This is an optimization exercise on Yosys and OpenROAD, whose aim is small area, not a production implementation. At most, simulation tests tie the RTL to the original design; equivalence was not proved.

==> inputs of trial 89 <==
Design wb_mult_top, start of the top module:
module wb_mult_top
(
    input  logic        clk,
    input  logic        rst,
    input  logic        wb_cyc_i,
    input  logic        wb_stb_i,
    input  logic        wb_we_i,
    input  logic [1:0]  wb_adr_i,
    input  logic [31:0] wb_dat_i,
    output logic [31:0] wb_dat_o,
    output logic        wb_ack_o
);
==> module wb_mult_top, before the edit <==
module wb_mult_top
(
    input  logic        clk,
    input  logic        rst,
    input  logic        wb_cyc_i,
    input  logic        wb_stb_i,
    input  logic        wb_we_i,
    input  logic [1:0]  wb_adr_i,
    input  logic [31:0] wb_dat_i,
    output logic [31:0] wb_dat_o,
    output logic        wb_ack_o
);
    localparam logic [2:0] IDLE = 3'b000;
    localparam logic [2:0] S1   = 3'b100;
    localparam logic [2:0] S2   = 3'b101;
    localparam logic [2:0] S3   = 3'b110;
    localparam logic [2:0] S4   = 3'b111;
    localparam logic [2:0] DONE = 3'b001;
    logic [2:0]  state;
    logic        ack_q;
    logic [31:0] op;
    logic [15:0] p_hi;       
    logic [15:0] p_lo;       
    logic [1:0]  bc_one;     
    logic [1:0]  bc_two;
    logic [1:0]  bc_neg;
    logic        busy;
    logic        req;
    logic        op_wr;
    logic        accept;
    logic        start;
    logic [4:0]  w_next;
    logic [17:0] r0;
    logic [17:0] r1;
    logic [19:0] s_row;
    logic [19:0] c_row;
    logic [19:0] sum;
    assign busy   = state[2] & ~(state[1] & state[0]);
    assign req    = wb_cyc_i & wb_stb_i;
    assign op_wr  = req & wb_we_i & (wb_adr_i == 2'd0);
    assign accept = req & ~ack_q & ~(op_wr & busy);
    assign start  = accept & op_wr;
    always_ff @(posedge clk) begin
        if (rst) begin
            state <= IDLE;
            ack_q <= 1'b0;
        end else begin
            ack_q <= accept;
            if (start) begin
                state <= S1;
            end else begin
                case (state)
                    S1:      state <= S2;
                    S2:      state <= S3;
                    S3:      state <= S4;
                    S4:      state <= DONE;
                    default: state <= state;
                endcase
            end
        end
    end
    always_ff @(posedge clk) begin
        if (start) begin
            op <= wb_dat_i;
        end
    end
    always_comb begin
        if (start) begin
            w_next = {wb_dat_i[20:17], 1'b0};
        end else begin
            case (state[1:0])
                2'd0:    w_next = op[24:20];
                2'd1:    w_next = op[28:24];
                default: w_next = {1'b0, op[31:28]};
            endcase
        end
    end
    always_ff @(posedge clk) begin
        for (int k = 0; k < 2; k++) begin
            bc_one[k] <= w_next[2*k+1] ^ w_next[2*k];
            bc_two[k] <= (w_next[2*k+2] & ~w_next[2*k+1] & ~w_next[2*k])
                       | (~w_next[2*k+2] & w_next[2*k+1] & w_next[2*k]);
            bc_neg[k] <= w_next[2*k+2];
        end
    end
    assign r0 = (({18{bc_one[0]}} & {2'b00, op[15:0]}) | ({18{bc_two[0]}} & {1'b0, op[15:0], 1'b0}))
              ^ {18{bc_neg[0]}};
    assign r1 = (({18{bc_one[1]}} & {2'b00, op[15:0]}) | ({18{bc_two[1]}} & {1'b0, op[15:0], 1'b0}))
              ^ {18{bc_neg[1]}};
    always_comb begin
        s_row = '0;
        c_row = '0;
        s_row[1:0] = p_hi[1:0];
        c_row[1:0] = r0[1:0];
        c_row[2]   = bc_neg[1];
        for (int i = 2; i <= 15; i++) begin
            s_row[i]   = p_hi[i] ^ r0[i] ^ r1[i-2];
            c_row[i+1] = (p_hi[i] & r0[i]) | (p_hi[i] & r1[i-2]) | (r0[i] & r1[i-2]);
        end
        s_row[16] = p_hi[15] ^ r0[16] ^ r1[14];
        c_row[17] = (p_hi[15] & r0[16]) | (p_hi[15] & r1[14]) | (r0[16] & r1[14]);
        s_row[17] = ~p_hi[15] ^ ~r0[17] ^ r1[15];
        c_row[18] = (~p_hi[15] & ~r0[17]) | (~p_hi[15] & r1[15]) | (~r0[17] & r1[15]);
        s_row[18] = ~r1[16];
        s_row[19] = ~r1[17];
        c_row[19] = r1[16];
    end
    assign sum = s_row + c_row + {19'd0, bc_neg[0]};
    always_ff @(posedge clk) begin
        if (start) begin
            p_hi <= {1'b0, wb_dat_i[15:1] & {15{wb_dat_i[16]}}};
        end else if (state[2]) begin
            p_hi <= sum[19:4];
        end
        if (state[2]) begin
            p_lo <= {sum[3:0], p_lo[15:4]};
        end
    end
    always_comb begin
        case (wb_adr_i)
            2'd0:    wb_dat_o = op;
            2'd1:    wb_dat_o = (state == DONE) ? {p_hi[14:0], p_lo, op[0] & op[16]} : 32'd0;
            2'd2:    wb_dat_o = {30'd0, state == DONE, state[2] & (state[1] | state[0])};
            default: wb_dat_o = 32'd0;
        endcase
    end
    assign wb_ack_o = ack_q;
endmodule
export LEC_CHECK = 0
export CAP_MARGIN = 20
export CORE_ASPECT_RATIO = 0.5
export CORE_MARGIN = 2
export CORE_UTILIZATION = 65
export CTS_BUF_LIST = sky130_fd_sc_hd__clkbuf_8
export CTS_CLUSTER_DIAMETER = 100
export CTS_CLUSTER_SIZE = 25
export PLACE_DENSITY = 0.75
export SLEW_MARGIN = 20
create_clock -name core_clock -period 3.5 [get_ports {clk}]
standard.sh (not shown) runs the stock make flow with config.mk's settings and CLKGATE_MAP_FILE= SYNTH_SCRIPT=/design/flow/synth_recipe.tcl, a recipe that flattens the netlist after the stock synthesis.
==> flow/flow/run.sh <==
#!/bin/bash
# The standard layout, with the smallest buffer (buf_1) on every port
# instead of the one buffer_ports picks by default.
set -euo pipefail
export BUFFER_PORTS_ARGS="-buffer_cell sky130_fd_sc_hd__buf_1"
bash standard.sh > standard_flow.log 2>&1
==> inputs of build 44, as changes to trial 89 <==
--- a/flow/design.v
+++ b/flow/design.v
@@ -105,7 +105,28 @@
         s_row[19] = ~r1[17];
         c_row[19] = r1[16];
     end
-    assign sum = s_row + c_row + {19'd0, bc_neg[0]};
+    always_comb begin
+        logic [19:0] pg;
+        logic [19:0] gg;
+        logic [19:0] pp;
+        pp = s_row ^ c_row;
+        gg = s_row & c_row;
+        pg = pp;
+        gg[0] = gg[0] | (pp[0] & bc_neg[0]);
+        for (int l = 0; l < 5; l++) begin
+            for (int j = (2 << l) - 1; j < 20; j += (2 << l)) begin
+                gg[j] = gg[j] | (pg[j] & gg[j - (1 << l)]);
+                pg[j] = pg[j] & pg[j - (1 << l)];
+            end
+        end
+        for (int l = 3; l >= 0; l--) begin
+            for (int j = 3 * (1 << l) - 1; j < 20; j += (2 << l)) begin
+                gg[j] = gg[j] | (pg[j] & gg[j - (1 << l)]);
+                pg[j] = pg[j] & pg[j - (1 << l)];
+            end
+        end
+        sum = pp ^ {gg[18:0], bc_neg[0]};
+    end
     always_ff @(posedge clk) begin
         if (start) begin
             p_hi <= {1'b0, wb_dat_i[15:1] & {15{wb_dat_i[16]}}};
==> flow/config.mk (replaced) <==
export PLATFORM = sky130hd
export DESIGN_NAME = wb_mult_top
export DESIGN_NICKNAME = wb_mult_top
export VERILOG_FILES = /design/flow/design.v
export SDC_FILE = /design/flow/constraint.sdc
export NUM_CORES = 4
export LEC_CHECK = 0
export CAP_MARGIN = 20
export CORE_MARGIN = 2
export CORE_UTILIZATION = 65
export CTS_BUF_LIST = sky130_fd_sc_hd__clkbuf_8
export SLEW_MARGIN = 20
==> comparison <==
- Build 44 finished but fails on setup timing. Trial 89 produced a clean layout.
- Between trial 89 and build 44, the lower non-clock buffer count is in trial 89 (gap 35).
- Against trial 89, the maximum frequency of build 44 is smaller by about 8%.
- Between trial 89 and build 44, the lower final cell count is in build 44 (gap 0.49%, measured against build 44).
- Final area: build 44 is higher than trial 89 (about 6%).
No functional check of the RTL was part of build 44.

static timing again, ports no longer ideal:
The results above use ideal ports. As a check the final layouts listed here were re-extracted and re-timed, cells and wires unchanged. Step 1, drivers: a clkbuf_16 drives clk and a buf_2 each remaining input, both assumed. Step 2 adds t to the input delays and takes it off the output delays; t is the mean of the earliest and latest rising clock arrival at the registers after step 1. Input paths then give back, and output paths get back, about the clock's delay inside the block. Slacks: ideal / step 1 / step 2; pairs: ideal / step 1.
run	t, ns	setup WS [ns]	hold slack, ns	cell pins on the clock port's net
trial 89	0.392	0.182 / 0.182 / 0.182	0.458 / 0.458 / 0.458	1
build 44	0.396	-0.091 / -0.091 / -0.091	0.461 / 0.461 / 0.461	1
